From an optimization exercise on the open Yosys and OpenROAD flow, aimed at small area and a short achievable clock period; shortcuts taken in it are not production practice. The RTL was checked by simulation tests, not by an equivalence proof against the original design. The flow treats the clock pin as an ideal source, which a real chip does not have. No activity file was given, so power comes from the tool's default toggle rates.

## flow/flow/run.sh

```bash
#!/bin/bash
# Standard synthesis and layout, except: the final word select (lb_word_pick)
# is mapped on its own before the design is flattened, the slow OR4 and NOR4 cells are kept out of
# mapping, port buffers are small plain buffers that timing repair may
# resize, clock sinks are gathered into larger clusters without dummy loads,
# and timing repair is pushed harder, with a last sizing pass on the worst
# path after clock tree synthesis (flow/post_cts.tcl).
DU="sky130_fd_sc_hd__probe_p_8 sky130_fd_sc_hd__probec_p_8 sky130_fd_sc_hd__lpflow_bleeder_1 sky130_fd_sc_hd__lpflow_clkbufkapwr_1 sky130_fd_sc_hd__lpflow_clkbufkapwr_16 sky130_fd_sc_hd__lpflow_clkbufkapwr_2 sky130_fd_sc_hd__lpflow_clkbufkapwr_4 sky130_fd_sc_hd__lpflow_clkbufkapwr_8 sky130_fd_sc_hd__lpflow_clkinvkapwr_1 sky130_fd_sc_hd__lpflow_clkinvkapwr_16 sky130_fd_sc_hd__lpflow_clkinvkapwr_2 sky130_fd_sc_hd__lpflow_clkinvkapwr_4 sky130_fd_sc_hd__lpflow_clkinvkapwr_8 sky130_fd_sc_hd__lpflow_decapkapwr_12 sky130_fd_sc_hd__lpflow_decapkapwr_3 sky130_fd_sc_hd__lpflow_decapkapwr_4 sky130_fd_sc_hd__lpflow_decapkapwr_6 sky130_fd_sc_hd__lpflow_decapkapwr_8 sky130_fd_sc_hd__lpflow_inputiso0n_1 sky130_fd_sc_hd__lpflow_inputiso0p_1 sky130_fd_sc_hd__lpflow_inputiso1n_1 sky130_fd_sc_hd__lpflow_inputiso1p_1 sky130_fd_sc_hd__lpflow_inputisolatch_1 sky130_fd_sc_hd__lpflow_isobufsrc_1 sky130_fd_sc_hd__lpflow_isobufsrc_16 sky130_fd_sc_hd__lpflow_isobufsrc_2 sky130_fd_sc_hd__lpflow_isobufsrc_4 sky130_fd_sc_hd__lpflow_isobufsrc_8 sky130_fd_sc_hd__lpflow_isobufsrckapwr_16 sky130_fd_sc_hd__lpflow_lsbuf_lh_hl_isowell_tap_1 sky130_fd_sc_hd__lpflow_lsbuf_lh_hl_isowell_tap_2 sky130_fd_sc_hd__lpflow_lsbuf_lh_hl_isowell_tap_4 sky130_fd_sc_hd__lpflow_lsbuf_lh_isowell_4 sky130_fd_sc_hd__lpflow_lsbuf_lh_isowell_tap_1 sky130_fd_sc_hd__lpflow_lsbuf_lh_isowell_tap_2 sky130_fd_sc_hd__lpflow_lsbuf_lh_isowell_tap_4"
DU="$DU sky130_fd_sc_hd__or4_1 sky130_fd_sc_hd__or4_2 sky130_fd_sc_hd__or4_4"
DU="$DU sky130_fd_sc_hd__or4b_1 sky130_fd_sc_hd__or4b_2 sky130_fd_sc_hd__or4b_4"
DU="$DU sky130_fd_sc_hd__or4bb_1 sky130_fd_sc_hd__or4bb_2 sky130_fd_sc_hd__or4bb_4"
DU="$DU sky130_fd_sc_hd__nor4_1 sky130_fd_sc_hd__nor4_2 sky130_fd_sc_hd__nor4_4"
DU="$DU sky130_fd_sc_hd__nor4b_1 sky130_fd_sc_hd__nor4b_2 sky130_fd_sc_hd__nor4b_4"
DU="$DU sky130_fd_sc_hd__nor4bb_1 sky130_fd_sc_hd__nor4bb_2 sky130_fd_sc_hd__nor4bb_4"
CTS="-sink_clustering_enable -repair_clock_nets -dont_use_dummy_load"
CTS="$CTS -sink_clustering_size 30 -sink_clustering_max_diameter 65"
bash standard.sh "DONT_USE_CELLS=$DU" SYNTH_HIERARCHICAL=1 SYNTH_MINIMUM_KEEP_SIZE=0 "POST_CTS_TCL=$(pwd)/flow/post_cts.tcl" MATCH_CELL_FOOTPRINT=0 \
  "BUFFER_PORTS_ARGS=-buffer_cell sky130_fd_sc_hd__buf_1" \
  CORE_UTILIZATION=60 "CTS_ARGS=$CTS" \
  SETUP_SLACK_MARGIN=2.8 finish > standard.log 2>&1
```

## flow/flow/post_cts.tcl

```tcl
estimate_parasitics -placement
repair_timing -setup -setup_margin $::env(SETUP_SLACK_MARGIN) -repair_tns 0 \
  -sequence "sizeup,swap" -verbose
detailed_placement
check_placement -verbose
```

## flow/standard.sh

```bash
#!/bin/bash
# synth_recipe.tcl (not shown) runs the flow's synth.tcl, then flattens the netlist and writes it again
# the make line also repeats each setting of config.mk as NAME=value (left out here)
make -C /OpenROAD-flow-scripts/flow DESIGN_CONFIG=/design/flow/config.mk WORK_HOME=/design/flow/orfs CLKGATE_MAP_FILE= SYNTH_SCRIPT=/design/flow/synth_recipe.tcl "${@:-finish}"
```

## flow/config.mk

```make
export PLATFORM = sky130hd
export DESIGN_NAME = fetch_linebuffer_mp
export DESIGN_NICKNAME = fetch_linebuffer_mp
export VERILOG_FILES = /design/flow/design.v
export SDC_FILE = /design/flow/constraint.sdc
export NUM_CORES = 4
export LEC_CHECK = 0
export CAP_MARGIN = 20
export CORE_MARGIN = 2
export CORE_UTILIZATION = 40
export SETUP_SLACK_MARGIN = 0.5
export SLEW_MARGIN = 20
```

## flow/constraint.sdc

```tcl
create_clock -name core_clock -period 7.0 [get_ports {clk}]
set_input_delay 1.4000 -clock core_clock [delete_from_list [all_inputs] [get_ports {clk}]]
set_output_delay 1.4000 -clock core_clock [all_outputs]
set_load 0.01 [all_outputs]
```

## flow/design.v

```verilog
package types;
    localparam int LB_TAG_BITS = 27;
endpackage
module lb_word_pick
#(
    parameter int NUM_SRC = 5
) (
    input  logic [NUM_SRC-1:0]    sel,
    input  logic [NUM_SRC*32-1:0] words,
    output logic [31:0]           word
);
    always_comb begin
        word = '0;
        for (int i = 0; i < NUM_SRC; i++)
            word = word | ({32{sel[i]}} & words[i*32 +: 32]);
    end
endmodule
module fetch_linebuffer_mp
#(
    parameter int NUM_ENTRIES = 4,
    parameter int NUM_PORTS   = 2,
    parameter int LINE_BITS   = 256
) (
    input  logic                       clk,
    input  logic                       rst,
    input  logic [NUM_PORTS*32-1:0]    fetch_addr,
    input  logic [NUM_PORTS*4-1:0]     fetch_rmask,
    output logic [NUM_PORTS*32-1:0]    fetch_rdata,
    output logic [NUM_PORTS-1:0]       fetch_resp,
    input  logic                       invalidate,
    output logic [31:0]                cache_addr,
    output logic [3:0]                 cache_rmask,
    input  logic [LINE_BITS-1:0]       cache_rdata_line,
    input  logic                       cache_resp
);
    localparam int TB       = types::LB_TAG_BITS;
    localparam int WORDS    = LINE_BITS / 32;
    localparam int WIDX     = (WORDS > 1) ? $clog2(WORDS) : 1;
    localparam int PTR_BITS = (NUM_ENTRIES > 1) ? $clog2(NUM_ENTRIES) : 1;
    logic                      busy_reg;
    logic                      live_reg;
    logic [TB-1:0]             req_tag_reg;
    logic [PTR_BITS-1:0]       rr_ptr_reg;
    logic [NUM_ENTRIES-1:0]    valid_reg;
    logic [NUM_ENTRIES*TB-1:0]        tag_reg;
    logic [NUM_ENTRIES*LINE_BITS-1:0] data_reg;
    logic [NUM_PORTS-1:0]      active;
    logic [NUM_PORTS-1:0]      hit;
    logic [NUM_PORTS-1:0]      req_match;
    logic [TB-1:0]             port_tag [NUM_PORTS];
    assign cache_addr  = {req_tag_reg, 5'b00000};
    assign cache_rmask = {4{busy_reg}};
    for (genvar p = 0; p < NUM_PORTS; p++) begin : g_port
        assign port_tag[p] = fetch_addr[p*32+5 +: TB];
        assign active[p]   = |fetch_rmask[p*4 +: 4];
        logic [NUM_ENTRIES-1:0] hit_vec;
        logic                   req_match_p;
        logic [WORDS-1:0]       wdec;
        logic [WIDX-1:0]        word_idx;
        assign word_idx = fetch_addr[p*32+2 +: WIDX];
        for (genvar e = 0; e < NUM_ENTRIES; e++) begin : g_cmp
            assign hit_vec[e] = valid_reg[e] && (tag_reg[e*TB +: TB] == port_tag[p]);
        end
        assign hit[p] = |hit_vec;
        assign req_match_p  = busy_reg && live_reg && (req_tag_reg == port_tag[p]);
        assign req_match[p] = req_match_p;
        for (genvar w = 0; w < WORDS; w++) begin : g_dec
            assign wdec[w] = (word_idx == WIDX'(w));
        end
        logic [(NUM_ENTRIES+1)*32-1:0] words;
        always_comb begin
            words = '0;
            for (int e = 0; e < NUM_ENTRIES; e++)
                for (int w = 0; w < WORDS; w++)
                    words[e*32 +: 32] = words[e*32 +: 32] |
                        ({32{wdec[w]}} & data_reg[e*LINE_BITS + w*32 +: 32]);
            for (int w = 0; w < WORDS; w++)
                words[NUM_ENTRIES*32 +: 32] = words[NUM_ENTRIES*32 +: 32] |
                    ({32{wdec[w]}} & cache_rdata_line[w*32 +: 32]);
        end
        lb_word_pick #(
            .NUM_SRC (NUM_ENTRIES + 1)
        ) u_pick (
            .sel   ({req_match_p, hit_vec}),
            .words (words),
            .word  (fetch_rdata[p*32 +: 32])
        );
        assign fetch_resp[p] = !invalidate && active[p] &&
                               (hit[p] || (req_match[p] && cache_resp));
    end
    logic [NUM_PORTS-1:0] miss;
    logic                 any_miss;
    logic [TB-1:0]        miss_tag;
    assign miss = active & ~hit;
    always_comb begin
        any_miss = 1'b0;
        miss_tag = port_tag[NUM_PORTS-1];
        for (int p = NUM_PORTS - 1; p >= 0; p--) begin
            if (miss[p]) begin
                any_miss = 1'b1;
                miss_tag = port_tag[p];
            end
        end
    end
    logic                   has_invalid;
    logic [NUM_ENTRIES-1:0] victim_oh;
    always_comb begin
        has_invalid = 1'b0;
        victim_oh   = '0;
        for (int e = 0; e < NUM_ENTRIES; e++) begin
            if (!valid_reg[e] && !has_invalid) begin
                has_invalid  = 1'b1;
                victim_oh[e] = 1'b1;
            end
        end
        if (!has_invalid) victim_oh[rr_ptr_reg] = 1'b1;
    end
    logic                   fill_en;
    logic [NUM_ENTRIES-1:0] we;
    assign fill_en = busy_reg && live_reg && cache_resp && !invalidate;
    assign we      = victim_oh & {NUM_ENTRIES{fill_en}};
    always_ff @(posedge clk) begin
        if (rst) begin
            busy_reg   <= 1'b0;
            live_reg   <= 1'b0;
            rr_ptr_reg <= '0;
            valid_reg  <= '0;
        end else begin
            if (busy_reg) begin
                busy_reg <= !cache_resp;
                live_reg <= live_reg && !invalidate;
            end else begin
                busy_reg <= !invalidate && any_miss;
                live_reg <= 1'b1;
            end
            if (fill_en && !has_invalid) rr_ptr_reg <= rr_ptr_reg + 1'b1;
            if (invalidate) valid_reg <= '0;
            else            valid_reg <= valid_reg | we;
        end
    end
    always_ff @(posedge clk) begin
        if (!busy_reg) req_tag_reg <= miss_tag;
    end
    always_ff @(posedge clk) begin
        for (int e = 0; e < NUM_ENTRIES; e++) begin
            if (we[e]) begin
                tag_reg[e*TB +: TB]               <= req_tag_reg;
                data_reg[e*LINE_BITS +: LINE_BITS] <= cache_rdata_line;
            end
        end
    end
endmodule
```

==> out/qor.csv, run 1 <==
stage;metric;value;unit
status;status;finished clean;
timing;finalHoldViolations;0;
setup_path;worst_ep_arrival_time;3290;ps
timing;grt_setup_unrepaired;true;
drt;routed-via-count;44780;
setup_path;critical_path.startpoint_type;input port;
floorplan;die-area;0.09163;sq mm
setup_path;worstPathRequired;5600;ps
synthesis;async_flop_share;0;
setup_path;r2r_start;busy_reg;
timing;finalMaxSlewViolations;0;
synthesis;synthTopCellsByArea;edfxtp_1, a22oi_1, nand4_1;
synthesis;synthesis.instances;3822;
power;p_leak;19.74;nW
place;dp_hpwl;110800;um
synthesis;synth_top_area_share;0.6501;
drt;route.detailed.wl_per_inst;40.78;um
drt;dr.first_iter.drc_count;9360;
power;post-layout-total-power;0.01334;W
global_route;vias_in_the_first_global_route;41680;
timing;fin_crit_period;4691;ps
setup_path;crit_chain;clkbuf_16 > nand2_4 > nor2_4 > buf_12 > buf_4 > a22oi_2 > nand4_1 > a222oi_1 > nand2_1 > buf_1;
worst_hold_path;min_delay_worst_type;reg2reg;
drt;drtPass1Iterations;10;
setup_path;crit_slowest_cell;a222oi_1;
finish;final_layout_size_suffix_gt1_frac;0.1831;
synthesis;netlist_area;0.05354;sq mm
drt;routed_wl;221500;um
synthesis;synth.lib_cells_used.distinct;37;
finish;finalNetCount;4575;
finish;flow.area_growth_from_synthesis;19.79;%
timing;worst_clock_skew;49.44;ps
finish;largest_register_ff_count;1024;
finish;multiInputGateArea;0.01868;sq mm
timing;final-setup-viol-count;0;
setup_path;worstSetupEndpointType;primary output;
synthesis;yosys_warnings;9;
synthesis;synth-seq-area-share;0.6531;
floorplan;fp.dieH;302.7;um
floorplan;start_util;0.6058;
finish;fillCellCount;5620;
timing;tightestPinTransition;1162;ps
clock_tree;cts_tree;done;
run;max_cap_viol_count;0;
worst_hold_path;hold_path_startpoint;live_reg;
global_route;grt_first_pass_wirelength;297000;um
drt;post_drt_via_cell_ratio;8.244;
setup_path;slowest_delay;540;ps
drt;postRouteAntennaNets;0;
setup_path;startpoint;fetch_addr[35];
synthesis;postSynth.topFlopCell;edfxtp_1;
timing;timing.max_slew.rel_slack;0.2253;
setup_path;worstPathMaxFanout;13;
setup_path;critPathKind;in2out;
global_route;antenna_found_initial;41;
clock_tree;clk_pin_slew_worst_paths;80;ps
place;place.gp.congestion;0.9873;
synthesis;number_of_enable_type_register_cells_in_the_synthesized_netlist;1159;
synthesis;synth_top_area_cell;edfxtp_1;
place;placement.io_buffers;424;
timing;max_freq;0.2132;GHz
clock_tree;clkSinkCount;1167;
finish;final_cells;5432;
setup_path;crit_family;compound AO/OA/AOI/OAI gates;
global_route;global_route.overflow_total;0;
synthesis;synth_seq_cells;1167;
synthesis;postSynthAreaPerCell;14.01;sq um
timing;min_period_over_period;0.6701;
power;power-per-cell-area;207.9;mW/mm^2
finish;final_common_cell;a22oi_1;
place;placedCellCount;5132;
finish;combined_flip_flop_and_latch_cell_area;0.03496;sq mm
power;max-vdd-ir-drop;240.5;uV
finish;layout_common_cells;a22oi_1, edfxtp_1, nand4_1;
clock_tree;clock_latency;670;ps
setup_path;critical_path_buf_inv_count;4;
floorplan;die_width;302.7;um
floorplan;fp.coreArea;0.08837;sq mm
floorplan;pin_count;434;
floorplan;placementRows;109;
drt;remaining_drc_errors;0;
global_route;grt_max_degree;185;
global_route;gr-usage-all-layers;0.4530;
-- tightest hold or removal path: stages (launching register included) --
cell	delay (ps)
dfxtp_1	310
nand2b_1	70
a21oi_1	60
-- metal layers --
| metal | GRT usage | wire length (um) |
|---|---|---|
| met3 | 0.1709 | 41270 |
| met1 | 0.6086 | 71760 |
| met4 | 0.2220 | 15110 |
| met5 | 0 | 276 |
| met2 | 0.6518 | 93080 |
-- path summary, 6_finish.rpt --
kind	endpoint	slack, ps	depth (start not counted)
setup / recovery	fetch_rdata[33]	2310	10
hold / removal	live_reg	490	2
setup reg to reg	data_reg[732]	3520	7
hold reg to reg	live_reg	490	2
-- cells by family (layout without fill, tap and decap cells) --
kind of cell             Yosys count  in the layout  synth area share
AND/OR/NAND/NOR                  539            549           0.05889
XOR/XNOR                         271            271           0.04433
AO/OA/AOI/OAI                   1422           1422            0.2021
multiplexers                      27             27          0.007081
adder cells (fa/ha/maj)            4              4         0.0009349
other                              1             35        0.00007004
buffers and inverters            391            792           0.03356
flip-flops                      1167           1167            0.6531
-- power breakdown --
part,leakage [nW],switching [W],internal [W]
sequential,10.5,0.0000613,0.00772
clock,0.900,0.00220,0.00185
combinational,8.32,0.000958,0.000534
-- stage by stage --
stage / setup slack, ps / area, sq um / hold WS (ps) / setup TNS [ps] / util
2_1_floorplan: -131.3 / 53610 / 438.8 / -37170 / -
3_3_place_gp: 1226 / 56180 / 459.2 / 0 / 0.6357
3_5_place_dp: 1212 / 56180 / 475.1 / 0 / 0.6357
5_1_grt: 2300 / 64100 / 511.3 / 0 / 0.7253
6_report: 2309 / 64130 / 489.5 / 0 / 0.7257
-- cell usage after synthesis (2+ instances only) --
master	n
nand2_1	72
dfxtp_1	8
nor2_1	26
mux2_4	20
xnor2_1	271
and2_1	2
edfxtp_1	1159
a22oi_1	1344
inv_1	13
a21oi_1	6
or2_2	2
a222oi_1	64
and3_1	5
buf_2	59
buf_1	8
nor3_1	16
buf_6	18
ha_1	4
mux2_1	7
nand4_1	391
clkbuf_1	261
nor3b_2	4
buf_4	32
o21a_1	3
a21boi_0	2
and3b_1	3
nand3_1	11
nor3b_1	2
-- cell type report --
| class | count | area share |
|---|---|---|
| tap | 1165 | 0.02273 |
| antenna | 30 | 0.001171 |
| timing repair buffer | 703 | 0.1071 |
| timing repair inverter | 3 | 0.0008975 |
| inverter | 13 | 0.003239 |
| sequential | 1167 | 0.5452 |
| clock buffer | 73 | 0.02848 |
| multi-input combinational | 2278 | 0.2912 |
==> inputs of run 2 (changes only) <==
--- a/flow/flow/run.sh
+++ b/flow/flow/run.sh
@@ -17,4 +17,4 @@
 bash standard.sh "DONT_USE_CELLS=$DU" SYNTH_HIERARCHICAL=1 SYNTH_MINIMUM_KEEP_SIZE=0 "POST_CTS_TCL=$(pwd)/flow/post_cts.tcl" MATCH_CELL_FOOTPRINT=0 \
   "BUFFER_PORTS_ARGS=-buffer_cell sky130_fd_sc_hd__buf_1" \
   CORE_UTILIZATION=60 "CTS_ARGS=$CTS" \
-  SETUP_SLACK_MARGIN=2.8 finish > standard.log 2>&1
+  SETUP_SLACK_MARGIN=2.4 finish > standard.log 2>&1
==> run 2 against run 1 <==
  * Largest cell class unchanged
  * Core utilization down 0.76 points
  * Non-clock buffer count down 25
  * Design area is 1.0% lower
  * Via count is 1.5% lower
  * Power decreased by 0.16%
  * Sequential power barely moved
  * Highest routed layer unchanged
==> out/qor.csv, run 2 <==
stage;metric;value;unit
setup_path;register_to_register_setup_slack;3540;ps
synthesis;netlist_top_cells_count;a22oi_1, edfxtp_1, nand4_1;
synthesis;post_synth_xor_area_fraction;0.04433;
synthesis;synth.most_common_cell;a22oi_1;
timing;min_period_over_period;0.6740;
finish;final_common_cell;a22oi_1;
power;power-per-cell-area;209.8;mW/mm^2
run;max_cap_viol_count;0;
finish;finish.utilization;0.7181;
place;placement.io_buffers;424;
synthesis;synth_seq_cells;1167;
synthesis;postSynthAreaPerCell;14.01;sq um
timing;timing.max_slew.rel_slack;0.2608;
drt;dr.first_iter.drc_count;9570;
clock_tree;clkSinkCount;1167;
worst_hold_path;min_delay_worst_type;reg2reg;
global_route;antenna_found_initial;31;
place;dp_hpwl;110800;um
power;p_leak;19.49;nW
timing;worst_clock_skew;58.66;ps
floorplan;start_util;0.6058;
synthesis;synth_top_area_share;0.6501;
floorplan;fp.coreArea;0.08837;sq mm
timing;max_freq;0.2120;GHz
synthesis;synth_top_family_by_area;compound AO/OA/AOI/OAI gates;
global_route;grt_most_used_layer;met2;
synthesis;synthesis.instances;3822;
setup_path;rr_endpoint;data_reg[732];
finish;flow.area_growth_from_synthesis;18.54;%
power;max-vdd-ir-drop;241.1;uV
setup_path;crit_family;compound AO/OA/AOI/OAI gates;
finish;layout_common_cells;a22oi_1, edfxtp_1, nand4_1;
synthesis;synth-seq-area-share;0.6531;
synthesis;yosys_warnings;9;
setup_path;critical_path.startpoint_type;input port;
timing;tightestPinTransition;1109;ps
global_route;grt_first_pass_wirelength;291000;um
synthesis;number_of_enable_type_register_cells_in_the_synthesized_netlist;1159;
finish;largest_register_ff_count;1024;
drt;remaining_drc_errors;0;
setup_path;critical-path-top-cell-by-count;buf_12;
drt;routed-via-count;44130;
timing;final-setup-viol-count;0;
floorplan;pin_count;434;
synthesis;mux_share_of_post_synthesis_cell_area;0.007081;
worst_hold_path;hold_path_startpoint;live_reg;
synthesis;netlist_area;0.05354;sq mm
clock_tree;clk_pin_slew_worst_paths;80;ps
setup_path;worstPathMaxFanout;76;
status;status;finished clean;
setup_path;critical_path_buf_inv_count;3;
place;place.gp.congestion;0.9873;
global_route;groute.layer.met1.usage;0.5968;
synthesis;synth-adder-area-share;0.0009348;
floorplan;die-area;0.09163;sq mm
floorplan;die_width;302.7;um
global_route;use_met2;0.6375;
timing;fin_worst_hold_slack;484.4;ps
finish;final_layout_size_suffix_gt1_frac;0.1703;
floorplan;fp.dieH;302.7;um
finish;finalNetCount;4548;
timing;finalMaxSlewViolations;0;
clock_tree;clock_latency;670;ps
worst_hold_path;hold_path_depth;2;
setup_path;crit_chain;buf_12 > nand2_1 > nor2_4 > buf_12 > a22oi_1 > nand4_1 > a222oi_1 > nand2_2 > buf_6;
timing;finalHoldViolations;0;
synthesis;synthTopCellsByArea;edfxtp_1, a22oi_1, nand4_1;
synthesis;synth_top_area_cell;edfxtp_1;
synthesis;async_flop_share;0;
synthesis;synth-compound-area-share;0.2021;
drt;route.detailed.wl_per_inst;40.87;um
global_route;gr-usage-all-layers;0.4425;
timing;grt_setup_unrepaired;true;
setup_path;r2r_start;busy_reg;
synthesis;synth.lib_cells_used.distinct;37;
setup_path;reg2regPathDepth;7;
global_route;vias_in_the_first_global_route;41080;
synthesis;postSynth.topFlopCell;edfxtp_1;
global_route;global_route.overflow_total;0;
setup_path;worstPathRequired;5600;ps
clock_tree;cts_tree;done;
drt;routed_wl;220700;um
setup_path;worst_ep_arrival_time;3320;ps
drt;drtPass1Iterations;13;
global_route;grtUsageMet3;0.1608;
setup_path;worstSetupEndpointType;primary output;
worst_hold_path;hold_path_end;live_reg;
setup_path;slowest_delay;450;ps
setup_path;critPathKind;in2out;
drt;post_drt_via_cell_ratio;8.170;
global_route;grt_max_degree;185;
floorplan;placementRows;109;
drt;postRouteAntennaNets;0;
timing;fin_crit_period;4718;ps
setup_path;crit_slowest_cell;a222oi_1;
synthesis;post_synthesis_simple_gate_area_fraction;0.05889;
-- run 2: worst max path at each step --
stage | from | to | slack, ps | depth (start not counted)
2_1_floorplan | invalidate | data_reg[1000] | -130 | 4
3_3_place_gp | fetch_addr[6] | fetch_rdata[18] | 1230 | 10
3_5_place_dp | fetch_addr[6] | fetch_rdata[18] | 1210 | 10
5_1_grt | fetch_addr[21] | fetch_rdata[25] | 2300 | 10
6_report | fetch_addr[3] | fetch_rdata[4] | 2280 | 9
-- run 2: layout make-up --
type                    instances  area, sq um
repair inverters                2        27.53
fillers                      5713        24910
inverters                      13        200.2
well taps                    1165         1458
flip-flops and latches       1167        34960
diodes                         26        65.06
clock buffers                  73         1827
repair buffers                678         6352
multi-input cells            2277        18570
-- run 2: through the flow --
step / TNS (ps) / worst slack [ps] / instances / area (sq um) / power [W]
3_5_place_dp: 0 / 1212 / 5132 / 56180 / 0.009060
5_1_grt: 0 / 2300 / 5391 / 63440 / 0.01356
3_3_place_gp: 0 / 1226 / 5132 / 56180 / 0.009035
2_1_floorplan: -37170 / -131.3 / 3826 / 53610 / 0.008548
6_report: 0 / 2282 / 5401 / 63460 / 0.01331
-- run 2: worst reg2reg max path: stages (launching register included) --
cell     delay (ps)
dfxtp_1         440
and2_1          360
and3b_1         260
and2_4          180
nand2_1          80
a21oi_4         200
buf_4           580
buf_4           880
-- run 2: cells by family after synthesis --
logic type,after synthesis
other,1
adders and majority gates,4
AOI/OAI and AO/OA,1422
xor gates and xnor gates,271
and+or+nand+nor,539
muxes,27
DFF,1167
buffers and inverters,391
-- run 2: power breakdown --
group          total, W  internal [W]  switching (W)
clock           0.00405       0.00185        0.00220
sequential      0.00778       0.00772      0.0000616
combinational   0.00148      0.000525       0.000954
total            0.0133        0.0101        0.00321
-- run 2: layer usage --
metal / vias up / routed length (um)
met5: - / 223
met4: 26 / 14700
met3: 1005 / 41710
met2: 4804 / 92480
met1: 21310 / 71600
li1: 16990 / -
==> inputs of run 3 (changes only) <==
--- a/flow/flow/run.sh
+++ b/flow/flow/run.sh
@@ -17,4 +17,4 @@
 bash standard.sh "DONT_USE_CELLS=$DU" SYNTH_HIERARCHICAL=1 SYNTH_MINIMUM_KEEP_SIZE=0 "POST_CTS_TCL=$(pwd)/flow/post_cts.tcl" MATCH_CELL_FOOTPRINT=0 \
   "BUFFER_PORTS_ARGS=-buffer_cell sky130_fd_sc_hd__buf_1" \
   CORE_UTILIZATION=60 "CTS_ARGS=$CTS" \
-  SETUP_SLACK_MARGIN=2.4 finish > standard.log 2>&1
+  SETUP_SLACK_MARGIN=2 finish > standard.log 2>&1
==> run 3 against run 2 <==
  * Critical path depth up 1
  * Highest routed layer unchanged
  * Sequential power hardly changed
  * Register-to-register slack better by 30 ps
  * Clock power hardly changed
  * First-iteration DRC count shrank 17%
==> out/qor.csv, run 3 <==
stage;metric;value;unit
drt;post_drt_via_cell_ratio;7.930;
floorplan;die-area;0.09163;sq mm
power;power-per-cell-area;220.6;mW/mm^2
timing;finalHoldViolations;0;
power;max-vdd-ir-drop;240.9;uV
finish;final_common_cell;a22oi_1;
run;max_cap_viol_count;0;
setup_path;worstSetupEndpointType;primary output;
synthesis;synth_top_area_cell;edfxtp_1;
timing;postLayoutSetupSlackWorst;1968;ps
synthesis;postSynth.topFlopCell;edfxtp_1;
power;share_comb_of_total_power;0.094;
drt;dr.first_iter.drc_count;7929;
power;switching_power_as_a_share_of_total_power;0.2342;
place;dpl_cell_area;0.05618;sq mm
synthesis;synth_seq_cells;1167;
worst_hold_path;min_delay_worst_type;reg2reg;
synthesis;async_flop_share;0;
timing;fin_worst_hold_slack;485.0;ps
synthesis;synth-seq-area-share;0.6531;
place;dp_hpwl;110800;um
timing;grt_setup_unrepaired;true;
power;p_leak;17.42;nW
synthesis;synthTopCellsByArea;edfxtp_1, a22oi_1, nand4_1;
global_route;grt_max_degree;185;
power;netSwitchingPower;0.003049;W
floorplan;start_util;0.6058;
global_route;vias_in_the_first_global_route;40820;
floorplan;fp.coreArea;0.08837;sq mm
synthesis;netlist_top_cells_count;a22oi_1, edfxtp_1, nand4_1;
synthesis;synthesis.instances;3822;
synthesis;netlist_area;0.05354;sq mm
status;status;finished clean;
synthesis;postSynthAreaPerCell;14.01;sq um
setup_path;critPathKind;in2out;
synthesis;synth.lib_cells_used.distinct;37;
drt;remaining_drc_errors;0;
finish;largest_register_ff_count;1024;
finish;fillCellCount;6238;
timing;max_freq;0.1987;GHz
drt;postRouteAntennaNets;0;
drt;route.detailed.wl_per_inst;36.73;um
place;place_worst_setup_slack;1212;ps
timing;finalMaxSlewViolations;0;
finish;combined_flip_flop_and_latch_cell_area;0.03496;sq mm
finish;finalNetCount;4413;
place;placement.io_buffers;424;
timing;fin_crit_period;5032;ps
global_route;global_route.overflow_total;0;
synthesis;number_of_enable_type_register_cells_in_the_synthesized_netlist;1159;
finish;final_layout_size_suffix_gt1_frac;0.08515;
clock_tree;clock_latency;670;ps
place;place.gp.congestion;0.9873;
floorplan;die_width;302.7;um
global_route;antenna_found_initial;30;
finish;layout_common_cells;a22oi_1, edfxtp_1, nand4_1;
finish;flow.area_growth_from_synthesis;10.20;%
finish;finish.utilization;0.6676;
timing;tightestPinTransition;1153;ps
timing;final-setup-viol-count;0;
global_route;gr-usage-all-layers;0.4061;
synthesis;synth_top_area_share;0.6501;
synthesis;yosys_warnings;9;
floorplan;fp.dieH;302.7;um
clock_tree;clkSinkCount;1167;
power;power_frac_clock;0.309;
power;seqPwrFrac;0.597;
drt;routed-via-count;41740;
drt;drtPass1Iterations;10;
synthesis;synth.most_common_cell;a22oi_1;
finish;finish.instance_area;0.05900;sq mm
drt;routed_wl;193300;um
setup_path;worst_ep_arrival_time;3630;ps
clock_tree;cts_tree;done;
floorplan;placementRows;109;
timing;worst_clock_skew;50.94;ps
setup_path;worstPathRequired;5600;ps
setup_path;worstPathMaxFanout;17;
finish;multiInputGateArea;0.01724;sq mm
setup_path;critical_path.startpoint_type;input port;
timing;timing.max_slew.rel_slack;0.2312;
clock_tree;clk_pin_slew_worst_paths;80;ps
floorplan;pin_count;434;
global_route;grt_first_pass_wirelength;272200;um
timing;min_period_over_period;0.7188;
power;cell_internal_pwr;0.009968;W
run 3: worst paths after layout:
| kind | endpoint | slack (ps) | from | cells after the start |
|---|---|---|---|---|
| worst max-delay path | fetch_rdata[4] | 1970 | fetch_addr[27] | 10 |
| worst min-delay path | live_reg | 490 | live_reg | 2 |
| worst min register to register | live_reg | 490 | live_reg | 2 |
| worst max register to register | data_reg[732] | 3570 | busy_reg | 7 |
run 3: cell type report:
class	instances	share of cell area
inverters	13	0.003075
clock buffers	73	0.03096
repair buffers	546	0.05550
multi-input cells	2276	0.2922
flip-flops and latches	1167	0.5926
diodes	23	0.0009755
well taps	1165	0.02471
run 3: through the flow:
step	setup TNS, ps	instances	power [W]
after global routing	0	5254	0.01332
after detailed placement	0	5132	0.009060
final	0	5263	0.01302
after floorplan	-37170	3826	0.008548
after global placement	0	5132	0.009035
run 3: routing by layer:
layer / track usage / part of all wire / vias up
met2: 0.6000 / 0.44 / 4063
met5: 0 / 0.00087 / -
li1: - / - / 16670
met3: 0.1174 / 0.15 / 778
met4: 0.2024 / 0.049 / 24
met1: 0.5543 / 0.35 / 20200
run 3: power groups by stage:
stage | Clock (W) | Sequential, W | Combinational (W)
2_1_floorplan | 0 | 0.00793 | 0.000622
3_3_place_gp | 0 | 0.00793 | 0.00110
3_5_place_dp | 0 | 0.00793 | 0.00113
5_1_grt | 0.00427 | 0.00778 | 0.00127
6_report | 0.00402 | 0.00778 | 0.00122
run 3: worst max-delay path, stage by stage:
cell       delay, ps
clkbuf_2         200
xnor2_1          210
nand4_1          210
nor3_2           300
nand3_2          170
bufinv_16        330
buf_12           250
a222oi_1         150
nand2_1          190
buf_1            180
run 3: kinds of logic after synthesis:
kind of cell,share of synthesized area
compound gates,0.2021
flops,0.6531
simple gates,0.05889
buf+inv,0.03356
xor+xnor,0.04433
mux,0.007081
fa+ha+maj,0.0009349
other cells,0.00007004
==> inputs of run 4 (changes only) <==
--- a/flow/flow/run.sh
+++ b/flow/flow/run.sh
@@ -13,8 +13,8 @@
 DU="$DU sky130_fd_sc_hd__nor4b_1 sky130_fd_sc_hd__nor4b_2 sky130_fd_sc_hd__nor4b_4"
 DU="$DU sky130_fd_sc_hd__nor4bb_1 sky130_fd_sc_hd__nor4bb_2 sky130_fd_sc_hd__nor4bb_4"
 CTS="-sink_clustering_enable -repair_clock_nets -dont_use_dummy_load"
-CTS="$CTS -sink_clustering_size 30 -sink_clustering_max_diameter 65"
+CTS="$CTS -sink_clustering_size 30 -sink_clustering_max_diameter 55"
 bash standard.sh "DONT_USE_CELLS=$DU" SYNTH_HIERARCHICAL=1 SYNTH_MINIMUM_KEEP_SIZE=0 "POST_CTS_TCL=$(pwd)/flow/post_cts.tcl" MATCH_CELL_FOOTPRINT=0 \
   "BUFFER_PORTS_ARGS=-buffer_cell sky130_fd_sc_hd__buf_1" \
-  CORE_UTILIZATION=60 "CTS_ARGS=$CTS" \
+  CORE_UTILIZATION=70 "CTS_ARGS=$CTS" \
   SETUP_SLACK_MARGIN=2 finish > standard.log 2>&1
==> run 4 against run 3 <==
  * Still clean
  * Synthesized area stayed put
  * Global-route usage up 5.6 points
  * Combinational power about the same
  * Die area shrank 14%
  * Maximum frequency decreased by 0.81%
  * Clock power rose by about 10%
  * Largest power group unchanged
==> out/qor.csv, run 4 <==
stage;metric;value;unit
timing;final-setup-viol-count;0;
drt;remaining_drc_errors;0;
synthesis;synthTopCellsByArea;edfxtp_1, a22oi_1, nand4_1;
drt;wirelength_met1;60100;um
synthesis;synth-seq-area-share;0.6531;
drt;drtPass1Iterations;12;
synthesis;yosys_warnings;9;
place;placement.io_buffers;424;
power;seqPwrFrac;0.579;
drt;route.detailed.wl_per_inst;36.98;um
place;place.gp.congestion;0.9831;
finish;finalNetCount;4428;
power;power-per-cell-area;226.7;mW/mm^2
finish;largest_register_ff_count;1024;
global_route;gr-usage-all-layers;0.4619;
setup_path;critPathKind;in2out;
power;share_comb_of_total_power;0.091;
setup_path;worst_ep_arrival_time;3670;ps
synthesis;postSynth.topFlopCell;edfxtp_1;
drt;routed-via-count;43180;
timing;grt_setup_unrepaired;false;
power;cell_internal_pwr;0.01031;W
global_route;antenna_found_initial;48;
power;netSwitchingPower;0.003120;W
power;p_leak;17.62;nW
timing;max_freq;0.1971;GHz
timing;min_period_over_period;0.7247;
synthesis;netlist_area;0.05354;sq mm
drt;routed_wl;188400;um
synthesis;synth_seq_cells;1167;
clock_tree;cts_tree;done;
finish;finish.utilization;0.7810;
place;dp_hpwl;105600;um
floorplan;pin_count;434;
floorplan;fp.coreArea;0.07582;sq mm
setup_path;critical_path.startpoint_type;input port;
drt;postRouteAntennaNets;0;
timing;finalHoldViolations;0;
floorplan;die_width;280.6;um
synthesis;async_flop_share;0;
drt;dr.first_iter.drc_count;9506;
synthesis;synthesis.instances;3822;
floorplan;die-area;0.07871;sq mm
timing;worst_clock_skew;72.57;ps
power;power_frac_clock;0.330;
timing;timing.max_slew.rel_slack;0.2592;
finish;final_layout_size_suffix_gt1_frac;0.08900;
floorplan;placementRows;101;
drt;post_drt_via_cell_ratio;8.474;
drt;met2WireLength;81730;um
global_route;grt_first_pass_wirelength;267400;um
finish;final_common_cell;a22oi_1;
global_route;vias_in_the_first_global_route;42170;
clock_tree;clkSinkCount;1167;
place;dpl_cell_area;0.05595;sq mm
clock_tree;clock_latency;700;ps
worst_hold_path;hold_path_depth;2;
synthesis;synth_top_area_cell;edfxtp_1;
power;post-layout-total-power;0.01343;W
setup_path;worstPathMaxFanout;15;
finish;flow.area_growth_from_synthesis;10.61;%
synthesis;synth.most_common_cell;a22oi_1;
finish;finish.instance_area;0.05922;sq mm
setup_path;worstSetupEndpointType;primary output;
timing;fin_crit_period;5073;ps
power;switching_power_as_a_share_of_total_power;0.2323;
timing;finalMaxSlewViolations;0;
timing;tightestPinTransition;1111;ps
drt;topmost_layer_with_routed_signal_wires;met5;
synthesis;postSynthAreaPerCell;14.01;sq um
synthesis;synth.lib_cells_used.distinct;37;
floorplan;fp.dieH;280.6;um
global_route;grt_max_degree;190;
setup_path;worstPathRequired;5600;ps
synthesis;netlist_top_cells_count;a22oi_1, edfxtp_1, nand4_1;
clock_tree;clk_pin_slew_worst_paths;50;ps
floorplan;start_util;0.7061;
status;status;finished clean;
finish;layout_common_cells;a22oi_1, edfxtp_1, nand4_1;
synthesis;number_of_enable_type_register_cells_in_the_synthesized_netlist;1159;
power;max-vdd-ir-drop;219.6;uV
worst_hold_path;min_delay_worst_type;reg2reg;
setup_path;reg2regPathDepth;7;
run;max_cap_viol_count;0;
drt;wl_met3;33510;um
synthesis;synth_top_area_share;0.6501;
global_route;global_route.overflow_total;0;
[run 4: cell counts after synthesis]
No cell type changed its count.
[run 4: path summary, 6_finish.rpt]
path,startpoint,endpoint,slack (ps)
hold / removal,live_reg,live_reg,470
setup reg to reg,busy_reg,data_reg[64],3600
setup / recovery,fetch_addr[43],fetch_rdata[45],1930
hold reg to reg,live_reg,live_reg,470
[run 4: layout make-up]
type                       instances  area [sq um]
antenna                           27         67.56
clock buffer                      87          2177
fill                            4398         16610
inverter                          13         216.5
multi-input combinational       2272         17180
sequential                      1167         34960
tap                              978          1224
timing repair buffer             551          3392
[run 4: layer usage]
metal  global-route usage  vias to the layer above
met5             0.005629                        -
met4               0.2539                       34
met3               0.1538                     1215
met2               0.6659                     4949
met1               0.6237                    20270
li1                     -                    16710
[run 4: worst max-delay path, stage by stage]
cell and delay (ps):
clkbuf_2 190, xnor2_1 290, nand4_1 150, nor3_2 300, nand3_1 220, bufinv_16 350, buf_6 220, a22oi_1 140
nand2_1 200, buf_1 180
[run 4: cell families (layout without fill, tap and decap cells)]
logic type | Yosys count | after routing | synth area share
xor gates and xnor gates | 271 | 271 | 0.04433
other | 1 | 32 | 0.00007004
DFF | 1167 | 1167 | 0.6531
adders and majority gates | 4 | 4 | 0.0009349
buffers and inverters | 391 | 651 | 0.03356
muxes | 27 | 27 | 0.007081
AOI/OAI and AO/OA | 1422 | 1422 | 0.2021
and+or+nand+nor | 539 | 543 | 0.05889
[run 4: power by group through the flow]
stage / Combinational (W) / Sequential [W] / Clock [W]
floorplan: 0.000622 / 0.00793 / 0
global placement: 0.00108 / 0.00793 / 0
detailed placement: 0.00111 / 0.00793 / 0
global route: 0.00125 / 0.00778 / 0.00464
finish: 0.00122 / 0.00778 / 0.00443
[run 4: per-stage QoR]
step / instances / hold WS (ps) / worst slack (ps) / setup TNS, ps
finish: 5095 / 471.3 / 1927 / 0
global route: 5091 / 522.7 / 1984 / 0
detailed placement: 4940 / 461.7 / 1378 / 0
global placement: 4939 / 454.6 / 1371 / 0
floorplan: 3826 / 438.8 / -131.3 / -37170
==> inputs of run 5 (changes only) <==
--- a/flow/flow/run.sh
+++ b/flow/flow/run.sh
@@ -13,8 +13,8 @@
 DU="$DU sky130_fd_sc_hd__nor4b_1 sky130_fd_sc_hd__nor4b_2 sky130_fd_sc_hd__nor4b_4"
 DU="$DU sky130_fd_sc_hd__nor4bb_1 sky130_fd_sc_hd__nor4bb_2 sky130_fd_sc_hd__nor4bb_4"
 CTS="-sink_clustering_enable -repair_clock_nets -dont_use_dummy_load"
-CTS="$CTS -sink_clustering_size 30 -sink_clustering_max_diameter 55"
+CTS="$CTS -sink_clustering_size 20 -sink_clustering_max_diameter 50 -buf_list sky130_fd_sc_hd__clkbuf_8"
 bash standard.sh "DONT_USE_CELLS=$DU" SYNTH_HIERARCHICAL=1 SYNTH_MINIMUM_KEEP_SIZE=0 "POST_CTS_TCL=$(pwd)/flow/post_cts.tcl" MATCH_CELL_FOOTPRINT=0 \
   "BUFFER_PORTS_ARGS=-buffer_cell sky130_fd_sc_hd__buf_1" \
-  CORE_UTILIZATION=70 "CTS_ARGS=$CTS" \
+  CORE_UTILIZATION=60 "CTS_ARGS=$CTS" \
   SETUP_SLACK_MARGIN=2 finish > standard.log 2>&1
==> run 5 against run 4 <==
  * Count of clock-buffer cells in the layout up 33
  * Non-clock buffer count down 6
  * Clock power down 16%
  * Combinational power about the same
  * Die area up 16%
  * Core utilization down 12 points
  * Power down 5.3%
  * Highest routed layer unchanged
  * Critical endpoint is now fetch_rdata[4]
  * Worst setup slack better by 18 ps
  * First-iteration DRC count down 17%
  * Sequential share of layout area up 0.37 points
  * Maximum frequency up 0.36%
==> out/qor.csv, run 5 <==
stage;metric;value;unit
status;status;finished clean;
timing;finalMaxSlewViolations;0;
finish;final_layout_size_suffix_gt1_frac;0.09607;
finish;layout_common_cells;a22oi_1, edfxtp_1, nand4_1;
drt;post_drt_via_cell_ratio;7.893;
timing;final-setup-viol-count;0;
synthesis;synth.lib_cells_used.distinct;37;
synthesis;mux_share_of_post_synthesis_cell_area;0.007081;
drt;route.detailed.wl_per_inst;36.60;um
timing;finalHoldViolations;0;
finish;finish.utilization;0.6658;
setup_path;rr_endpoint;data_reg[244];
synthesis;synthesis.instances;3822;
timing;min_period_over_period;0.7221;
drt;routed-via-count;41880;
clock_tree;cts_tree;done;
drt;dr.first_iter.drc_count;7918;
synthesis;netlist_top_cells_count;a22oi_1, edfxtp_1, nand4_1;
setup_path;r2r_start;busy_reg;
power;power-per-cell-area;216.0;mW/mm^2
setup_path;critical_path.startpoint_type;input port;
timing;worst_clock_skew;96.03;ps
floorplan;die-area;0.09163;sq mm
drt;drtPass1Iterations;13;
clock_tree;clkSinkCount;1167;
finish;final_cells;5306;
worst_hold_path;hold_path_depth;2;
place;placement.io_buffers;424;
power;p_leak;17.39;nW
synthesis;synth_top_family_by_area;compound AO/OA/AOI/OAI gates;
synthesis;yosys_warnings;9;
finish;flow.area_growth_from_synthesis;9.911;%
timing;fin_worst_hold_slack;483.3;ps
global_route;gr-usage-all-layers;0.4089;
finish;finalNetCount;4460;
synthesis;postSynth.topFlopCell;edfxtp_1;
setup_path;crit_slowest_cell;xnor2_1;
setup_path;worstPathRequired;5600;ps
setup_path;worstPathMaxFanout;17;
floorplan;fp.dieH;302.7;um
setup_path;register_to_register_setup_slack;3570;ps
floorplan;pin_count;434;
synthesis;synth_top_area_cell;edfxtp_1;
drt;postRouteAntennaNets;0;
synthesis;synth_top_area_share;0.6501;
synthesis;synth_seq_cells;1167;
floorplan;fp.coreArea;0.08837;sq mm
setup_path;crit_chain;clkbuf_2 > xnor2_1 > nand4_1 > nor2_1 > nand3_2 > bufinv_16 > buf_12 > a222oi_1 > nand2_1 > buf_1;
synthesis;postSynthAreaPerCell;14.01;sq um
worst_hold_path;min_delay_worst_type;reg2reg;
worst_hold_path;hold_path_end;live_reg;
timing;timing.max_slew.rel_slack;0.2415;
place;placedCellCount;5132;
global_route;global_route.overflow_total;0;
synthesis;synthTopCellsByArea;edfxtp_1, a22oi_1, nand4_1;
timing;fin_crit_period;5055;ps
clock_tree;clock_latency;840;ps
synthesis;synth-adder-area-share;0.0009348;
setup_path;worst_ep_arrival_time;3650;ps
floorplan;die_width;302.7;um
floorplan;start_util;0.6058;
synthesis;synth.most_common_cell;a22oi_1;
drt;routed_wl;194200;um
timing;tightestPinTransition;1138;ps
setup_path;reg2regPathDepth;8;
run;max_cap_viol_count;0;
place;place.gp.congestion;0.9873;
setup_path;worstSetupEndpointType;primary output;
setup_path;slowest_delay;360;ps
global_route;vias_in_the_first_global_route;41090;
setup_path;critPathKind;in2out;
floorplan;placementRows;109;
power;max-vdd-ir-drop;176.3;uV
synthesis;synth-compound-area-share;0.2021;
synthesis;async_flop_share;0;
global_route;antenna_found_initial;28;
finish;final_common_cell;a22oi_1;
synthesis;post_synth_xor_area_fraction;0.04433;
synthesis;number_of_enable_type_register_cells_in_the_synthesized_netlist;1159;
synthesis;netlist_area;0.05354;sq mm
global_route;grt_first_pass_wirelength;273500;um
timing;finalSetupTns;0;ps
finish;largest_register_ff_count;1024;
place;dp_hpwl;110800;um
drt;remaining_drc_errors;0;
timing;max_freq;0.1978;GHz
clock_tree;clk_pin_slew_worst_paths;60;ps
global_route;grt_max_degree;185;
synthesis;synth-seq-area-share;0.6531;
worst_hold_path;hold_path_startpoint;live_reg;
synthesis;post_synthesis_simple_gate_area_fraction;0.05889;
timing;grt_setup_unrepaired;true;
-- run 5: cell counts after synthesis --
No cell type changed its count.
-- run 5: per-layer routing --
layer | part of all wire | GRT usage | vias up
met5 | 0.0011 | 0.003106 | -
met4 | 0.053 | 0.2118 | 28
met3 | 0.15 | 0.1187 | 813
met2 | 0.44 | 0.6017 | 4035
met1 | 0.35 | 0.5567 | 20260
li1 | - | - | 16750
-- run 5: worst max-delay path by stage --
stage | from | end | slack [ps]
2_1_floorplan | invalidate | data_reg[1000] | -130
3_3_place_gp | fetch_addr[6] | fetch_rdata[18] | 1230
3_5_place_dp | fetch_addr[6] | fetch_rdata[18] | 1210
5_1_grt | fetch_addr[40] | fetch_rdata[53] | 1940
6_report | fetch_addr[17] | fetch_rdata[4] | 1950
-- run 5: area by class of cell --
cell class                      instances  area, sq um
Antenna cell                           19        47.55
Clock buffer                          120         1652
Fill cell                            6287        29530
Inverter                               13        181.4
Multi-Input combinational cell       2277        17270
Sequential cell                      1167        34960
Tap cell                             1165         1458
Timing Repair Buffer                  545         3272
-- run 5: kinds of logic after synthesis --
family	count (synthesis)
AOI/OAI and AO/OA	1422
muxes	27
buffers and inverters	391
DFF	1167
adders and majority gates	4
and+or+nand+nor	539
xor gates and xnor gates	271
other	1
-- run 5: critical path: cells and delay by family --
kind,cells,cell delay (ps)
compound gates,1,150
simple gates,4,730
xor+xnor,1,360
buf+inv,4,950
-- run 5: where the power goes --
part / switching (W) / total [W] / internal, W / leakage, nW
clock network: 0.00220 / 0.00371 / 0.00151 / 0.863
registers: 0.0000550 / 0.00778 / 0.00773 / 10.5
logic: 0.000833 / 0.00122 / 0.000390 / 6.00
total: 0.00309 / 0.0127 / 0.00963 / 17.4
-- run 5: per-stage QoR --
step / worst slack, ps / instance area [sq um] / total power (W)
2_1_floorplan: -131.3 / 53610 / 0.008548
3_3_place_gp: 1226 / 56180 / 0.009035
3_5_place_dp: 1212 / 56180 / 0.009060
5_1_grt: 1941 / 58830 / 0.01302
6_report: 1945 / 58840 / 0.01271
==> inputs of run 6 (changes only) <==
--- a/flow/flow/run.sh
+++ b/flow/flow/run.sh
@@ -1,6 +1,6 @@
 #!/bin/bash
 # Standard synthesis and layout, except: the final word select (lb_word_pick)
-# is mapped on its own before the design is flattened, the slow OR4 and NOR4 cells are kept out of
+# is mapped on its own before the design is flattened, the slow OR4, NOR4 and AOI222 cells are kept out of
 # mapping, port buffers are small plain buffers that timing repair may
 # resize, clock sinks are gathered into larger clusters without dummy loads,
 # and timing repair is pushed harder, with a last sizing pass on the worst
@@ -12,8 +12,9 @@
 DU="$DU sky130_fd_sc_hd__nor4_1 sky130_fd_sc_hd__nor4_2 sky130_fd_sc_hd__nor4_4"
 DU="$DU sky130_fd_sc_hd__nor4b_1 sky130_fd_sc_hd__nor4b_2 sky130_fd_sc_hd__nor4b_4"
 DU="$DU sky130_fd_sc_hd__nor4bb_1 sky130_fd_sc_hd__nor4bb_2 sky130_fd_sc_hd__nor4bb_4"
+DU="$DU sky130_fd_sc_hd__a222oi_1"
 CTS="-sink_clustering_enable -repair_clock_nets -dont_use_dummy_load"
-CTS="$CTS -sink_clustering_size 20 -sink_clustering_max_diameter 50 -buf_list sky130_fd_sc_hd__clkbuf_8"
+CTS="$CTS -sink_clustering_size 30 -sink_clustering_max_diameter 65"
 bash standard.sh "DONT_USE_CELLS=$DU" SYNTH_HIERARCHICAL=1 SYNTH_MINIMUM_KEEP_SIZE=0 "POST_CTS_TCL=$(pwd)/flow/post_cts.tcl" MATCH_CELL_FOOTPRINT=0 \
   "BUFFER_PORTS_ARGS=-buffer_cell sky130_fd_sc_hd__buf_1" \
   CORE_UTILIZATION=60 "CTS_ARGS=$CTS" \
==> run 6 against run 5 <==
  * Worst setup slack better by 31 ps
  * Design area up 0.73%
  * Power up 2.0%
  * Sequential share of layout area down 0.43 points
  * Sequential power about the same
  * Synthesized cell count up 1.7%
  * Largest cell class unchanged
==> out/qor.csv, run 6 <==
stage;metric;value;unit
timing;fin_crit_period;5024;ps
global_route;grt_max_degree;169;
timing;grt_setup_unrepaired;true;
timing;timing.max_slew.rel_slack;0.1817;
power;power-per-cell-area;218.9;mW/mm^2
drt;remaining_drc_errors;0;
power;max-vdd-ir-drop;236.0;uV
finish;fillCellCount;6347;
setup_path;worstPathRequired;5600;ps
floorplan;die_width;303.4;um
drt;postRouteAntennaNets;0;
floorplan;die-area;0.09207;sq mm
floorplan;fp.coreArea;0.08865;sq mm
setup_path;crit_path_end;fetch_rdata[29];
synthesis;synthesis.instances;3886;
clock_tree;clock_latency;670;ps
timing;finalHoldViolations;0;
setup_path;worstSetupEndpointType;primary output;
place;dp_hpwl;108500;um
setup_path;reg2regPathDepth;7;
setup_path;worst_ep_arrival_time;3620;ps
floorplan;start_util;0.6069;
run;max_cap_viol_count;0;
drt;dr.first_iter.drc_count;7610;
global_route;antenna_found_initial;37;
drt;routed-via-count;42370;
power;p_leak;17.39;nW
finish;combined_flip_flop_and_latch_cell_area;0.03496;sq mm
global_route;gr-usage-all-layers;0.4115;
place;place_worst_setup_slack;1357;ps
synthesis;synth.most_common_cell;a22oi_1;
synthesis;synth-seq-area-share;0.6499;
synthesis;yosys_warnings;9;
setup_path;register_to_register_setup_slack;3700;ps
global_route;vias_in_the_first_global_route;42150;
drt;routed_wl;197100;um
synthesis;postSynth.topFlopCell;edfxtp_1;
setup_path;critPathKind;in2out;
place;placement.io_buffers;424;
drt;route.detailed.wl_per_inst;36.86;um
timing;tightestPinTransition;1227;ps
finish;largest_register_ff_count;1024;
timing;final-setup-viol-count;0;
synthesis;synth_top_area_share;0.6469;
clock_tree;clkSinkCount;1167;
timing;max_freq;0.1991;GHz
finish;final_layout_size_suffix_gt1_frac;0.08782;
floorplan;placementRows;109;
synthesis;synth_seq_cells;1167;
timing;finalMaxSlewViolations;0;
synthesis;netlist_area;0.05380;sq mm
finish;finish.utilization;0.6686;
finish;layout_common_cells;a22oi_1, edfxtp_1, nand4_1;
finish;multiInputGateArea;0.01730;sq mm
timing;min_period_over_period;0.7176;
global_route;grt_first_pass_wirelength;277200;um
drt;drtPass1Iterations;7;
synthesis;synthTopCellsByArea;edfxtp_1, a22oi_1, nand4_1;
timing;worst_clock_skew;62.44;ps
synthesis;synth_top_area_cell;edfxtp_1;
finish;finalNetCount;4494;
setup_path;critical_path.startpoint_type;input port;
status;status;finished clean;
synthesis;async_flop_share;0;
drt;post_drt_via_cell_ratio;7.921;
synthesis;number_of_enable_type_register_cells_in_the_synthesized_netlist;1159;
clock_tree;cts_tree;done;
timing;postLayoutSetupSlackWorst;1976;ps
setup_path;startpoint;fetch_addr[4];
global_route;global_route.overflow_total;0;
worst_hold_path;min_delay_worst_type;reg2reg;
synthesis;synth.lib_cells_used.distinct;37;
place;place.gp.congestion;0.9504;
timing;finalSetupTns;0;ps
setup_path;worstPathMaxFanout;16;
synthesis;netlist_top_cells_count;a22oi_1, edfxtp_1, nand4_1;
synthesis;postSynthAreaPerCell;13.84;sq um
setup_path;rr_endpoint;data_reg[908];
setup_path;r2r_start;busy_reg;
clock_tree;clk_pin_slew_worst_paths;70;ps
finish;final_common_cell;a22oi_1;
finish;flow.area_growth_from_synthesis;10.17;%
floorplan;pin_count;434;
floorplan;fp.dieH;303.4;um
-- run 6: cell types whose count changed in the layout (fill, tap and decap cells not counted), sizes merged --
cell    before   now
diode       19    28
inv          5     6
clkbuf     180   143
a222oi      64     0
and3b        7     5
bufinv       4     3
a22oi     1344  1408
buf        485   496
nand3       11    75
and3         9     7
-- run 6: per-layer routing --
layer | GRT usage | vias to the layer above | wire length [um]
met5 | 0 | - | 162
met3 | 0.1054 | 892 | 29320
met4 | 0.2334 | 24 | 12200
met2 | 0.6285 | 4118 | 88630
met1 | 0.5405 | 20500 | 66830
li1 | - | 16840 | -
-- run 6: layout make-up --
type / instances / share of cell area
clock buffer: 71 / 0.02998
tap: 1165 / 0.02459
antenna: 28 / 0.001182
sequential: 1167 / 0.5899
inverter: 13 / 0.002491
multi-input combinational: 2337 / 0.2919
timing repair buffer: 568 / 0.05999
-- run 6: kinds of logic after synthesis --
family / share of synthesized area
compound gates: 0.1983
flops: 0.6499
simple gates: 0.06456
buf+inv: 0.03507
xor+xnor: 0.04412
mux: 0.007047
fa+ha+maj: 0.0009303
other cells: 0.00006971
-- run 6: critical path, cell delays in order --
cell and delay (ps):
buf_2 360, and3b_1 1050, a22oi_1 220, nand4_1 160, a22oi_1 70, nand3_1 100
buf_1 240
-- run 6: per-stage QoR --
step,area [sq um],std cells,power [W],hold WS [ps]
floorplan,53870,3890,0.008548,438.8
global placement,56340,5192,0.009032,453.3
detailed placement,56340,5192,0.009056,467.6
global route,59250,5340,0.01326,524.4
finish,59270,5349,0.01297,478.6
-- run 6: where the power goes --
| part | leakage [nW] | switching, W | internal, W |
|---|---|---|---|
| clock | 0.875 | 0.00216 | 0.00181 |
| sequential | 10.5 | 0.0000539 | 0.00772 |
| combinational | 6.00 | 0.000836 | 0.000396 |
| total | 17.4 | 0.00305 | 0.00992 |
-- run 6: how the worst min path moves through the flow --
| stage | endpoint | slack [ps] | startpoint | depth (start not counted) |
|---|---|---|---|---|
| finish | live_reg | 480 | live_reg | 2 |
| global route | live_reg | 520 | live_reg | 2 |
| detailed placement | live_reg | 470 | live_reg | 2 |
| global placement | live_reg | 450 | live_reg | 2 |
| floorplan | live_reg | 440 | live_reg | 2 |
==> inputs of run 7 (changes only) <==
--- a/flow/flow/run.sh
+++ b/flow/flow/run.sh
@@ -18,4 +18,4 @@
 bash standard.sh "DONT_USE_CELLS=$DU" SYNTH_HIERARCHICAL=1 SYNTH_MINIMUM_KEEP_SIZE=0 "POST_CTS_TCL=$(pwd)/flow/post_cts.tcl" MATCH_CELL_FOOTPRINT=0 \
   "BUFFER_PORTS_ARGS=-buffer_cell sky130_fd_sc_hd__buf_1" \
   CORE_UTILIZATION=60 "CTS_ARGS=$CTS" \
-  SETUP_SLACK_MARGIN=2 finish > standard.log 2>&1
+  SETUP_SLACK_MARGIN=2.2 finish > standard.log 2>&1
==> run 7 against run 6 <==
  * Critical path depth grew 3
  * Critical endpoint is now fetch_rdata[21]
  * Still clean
  * Global-route usage increased by 1.4 points
  * Maximum frequency increased by 3.4%
  * Via count grew 1.5%
  * Count of clock-buffer cells in the layout did not move
==> out/qor.csv, run 7 <==
stage;metric;value;unit
status;status;finished clean;
timing;timing.max_slew.rel_slack;0.2579;
setup_path;worstSetupEndpointType;primary output;
global_route;global_route.overflow_total;0;
setup_path;critPathKind;in2out;
synthesis;synthesis.instances;3886;
drt;dr.first_iter.drc_count;7752;
synthesis;synth_top_area_cell;edfxtp_1;
synthesis;netlist_area;0.05380;sq mm
floorplan;fp.dieH;303.4;um
synthesis;synth-seq-area-share;0.6499;
power;max-vdd-ir-drop;236.7;uV
synthesis;async_flop_share;0;
synthesis;post_synth_xor_area_fraction;0.04412;
global_route;grt_first_pass_wirelength;284400;um
power;power-per-cell-area;216.8;mW/mm^2
finish;finish.instance_area;0.06002;sq mm
synthesis;postSynthAreaPerCell;13.84;sq um
setup_path;slowest_delay;340;ps
drt;remaining_drc_errors;0;
synthesis;synth-compound-area-share;0.1983;
synthesis;yosys_warnings;9;
clock_tree;clkSinkCount;1167;
clock_tree;clock_latency;670;ps
timing;tightestPinTransition;1113;ps
setup_path;critical_path.startpoint_type;input port;
synthesis;netlist_top_cells_count;a22oi_1, edfxtp_1, nand4_1;
finish;finalNetCount;4513;
clock_tree;cts_tree;done;
drt;routed_wl;202100;um
timing;finalHoldViolations;0;
place;place.gp.congestion;0.9504;
setup_path;crit_chain;clkbuf_2 > xnor2_1 > nand4_1 > nor2_2 > nand3_2 > clkinv_4 > buf_12 > a22oi_1 > nand3_1 > buf_1;
setup_path;crit_cells;10;
global_route;antenna_found_initial;40;
synthesis;synth.most_common_cell;a22oi_1;
finish;largest_register_ff_count;1024;
finish;combined_flip_flop_and_latch_cell_area;0.03496;sq mm
timing;grt_setup_unrepaired;true;
setup_path;worst_ep_arrival_time;3460;ps
timing;max_freq;0.2059;GHz
synthesis;synth_top_area_share;0.6469;
place;dpl_cell_area;0.05634;sq mm
finish;fillCellCount;6238;
worst_hold_path;hold_path_depth;2;
synthesis;synth-adder-area-share;0.0009303;
synthesis;synth.lib_cells_used.distinct;37;
global_route;grt_max_degree;169;
synthesis;mux_share_of_post_synthesis_cell_area;0.007047;
floorplan;fp.coreArea;0.08865;sq mm
worst_hold_path;min_delay_worst_type;reg2reg;
clock_tree;clk_pin_slew_worst_paths;70;ps
timing;finalSetupTns;0;ps
run;max_cap_viol_count;0;
setup_path;crit_slowest_cell;xnor2_1;
drt;routed-via-count;43010;
setup_path;worstPathMaxFanout;20;
place;dp_hpwl;108500;um
place;place_worst_setup_slack;1357;ps
finish;flow.area_growth_from_synthesis;11.57;%
power;p_leak;17.77;nW
timing;postLayoutSetupSlackWorst;2142;ps
timing;min_period_over_period;0.6940;
synthesis;number_of_enable_type_register_cells_in_the_synthesized_netlist;1159;
finish;multiInputGateArea;0.01758;sq mm
drt;route.detailed.wl_per_inst;37.64;um
finish;final_common_cell;a22oi_1;
finish;final_layout_size_suffix_gt1_frac;0.1035;
drt;drtPass1Iterations;9;
floorplan;placementRows;109;
setup_path;critical_path_buf_inv_count;4;
global_route;vias_in_the_first_global_route;42410;
timing;final-setup-viol-count;0;
synthesis;post_synthesis_simple_gate_area_fraction;0.06456;
synthesis;synth_seq_cells;1167;
floorplan;start_util;0.6069;
place;placement.io_buffers;424;
floorplan;die_width;303.4;um
floorplan;pin_count;434;
finish;layout_common_cells;a22oi_1, edfxtp_1, nand4_1;
floorplan;die-area;0.09207;sq mm
drt;post_drt_via_cell_ratio;8.013;
global_route;gr-usage-all-layers;0.4260;
setup_path;worstPathRequired;5600;ps
power;post-layout-total-power;0.01301;W
timing;fin_crit_period;4858;ps
synthesis;synthTopCellsByArea;edfxtp_1, a22oi_1, nand4_1;
setup_path;crit_family;buffers and inverters;
synthesis;postSynth.topFlopCell;edfxtp_1;
setup_path;register_to_register_setup_slack;3670;ps
setup_path;reg2regPathDepth;7;
synthesis;synth_top_family_by_area;compound AO/OA/AOI/OAI gates;
timing;worst_clock_skew;56.77;ps
timing;finalMaxSlewViolations;0;
drt;postRouteAntennaNets;0;
[run 7: layout make-up]
class                   instances  share of cell area
multi-input cells            2338              0.2929
well taps                    1165             0.02429
flip-flops and latches       1167              0.5825
clock buffers                  71             0.02960
diodes                         28            0.001167
repair buffers                586             0.06700
inverters                      13            0.002543
[run 7: metal layers]
layer,GRT usage,part of all wire
met1,0.5558,0.34
met2,0.6351,0.44
met3,0.1231,0.15
met4,0.2598,0.068
met5,0.004658,0.0011
[run 7: through the flow]
stage | hold WS [ps] | instances | util
detailed placement | 467.6 | 5192 | 0.6356
floorplan | 438.8 | 3890 | -
finish | 479.9 | 5368 | 0.6771
global placement | 453.3 | 5192 | 0.6356
global route | 524.4 | 5360 | 0.6769
[run 7: power by group]
part	total, W	internal, W	switching [W]
clock	0.00397	0.00181	0.00216
combinational	0.00126	0.000411	0.000853
sequential	0.00778	0.00772	0.0000548
total	0.0130	0.00994	0.00307
[run 7: tightest hold or removal path, stage by stage (launching register included)]
cell	delay (ps)
dfxtp_1	310
nand2b_1	60
a21oi_1	60
[run 7: final timing paths]
check / to / startpoint
worst max register to register: data_reg[908] / busy_reg
worst max-delay path: fetch_rdata[21] / fetch_addr[24]
worst min register to register: live_reg / live_reg
worst min-delay path: live_reg / live_reg
[run 7: kinds of logic after synthesis]
kind of cell    Yosys count
buf+inv                 391
fa+ha+maj                 4
other cells               1
compound gates         1422
simple gates            603
flops                  1167
mux                      27
xor+xnor                271

re-timing with driven ports:
The results above use ideal ports. As a check the final layouts listed here were re-extracted and re-timed, cells and wires unchanged. Step 1 sets driving cells, clkbuf_16 on the clock port and buf_2 on the other inputs (assumed; they add their load-dependent delay and slew). Step 2 times the ports against the registers' clock, not the clock port: input delays grow and output delays shrink by t, the midpoint of the rising clock arrivals with the driver on. a / b / c = ideal / step 1 / step 2; a / b = the first two.
run	t (ns)	slack for setup (ns)	worst hold slack (ns)	worst slew at a driven data input, ns	pins driven straight from the clock port
run 1	0.713	2.309 / 2.149 / 2.149	0.490 / 0.490 / 0.490	0.16	1
run 2	0.712	2.282 / 2.144 / 2.144	0.484 / 0.484 / 0.484	0.19	1
run 3	0.703	1.968 / 1.933 / 1.933	0.485 / 0.485 / 0.485	0.15	1
run 4	0.731	1.927 / 1.904 / 1.904	0.471 / 0.471 / 0.471	0.16	1
run 5	0.861	1.945 / 1.914 / 1.914	0.483 / 0.483 / 0.483	0.14	1
run 6	0.716	1.976 / 1.941 / 1.941	0.479 / 0.479 / 0.479	0.14	1
run 7	0.720	2.142 / 2.113 / 2.113	0.480 / 0.480 / 0.480	0.16	1
After both steps every run listed still meets setup and hold. For run 1, which loses most, drivers alone change the setup slack by -0.160 ns; drivers and shift together by -0.160 ns.
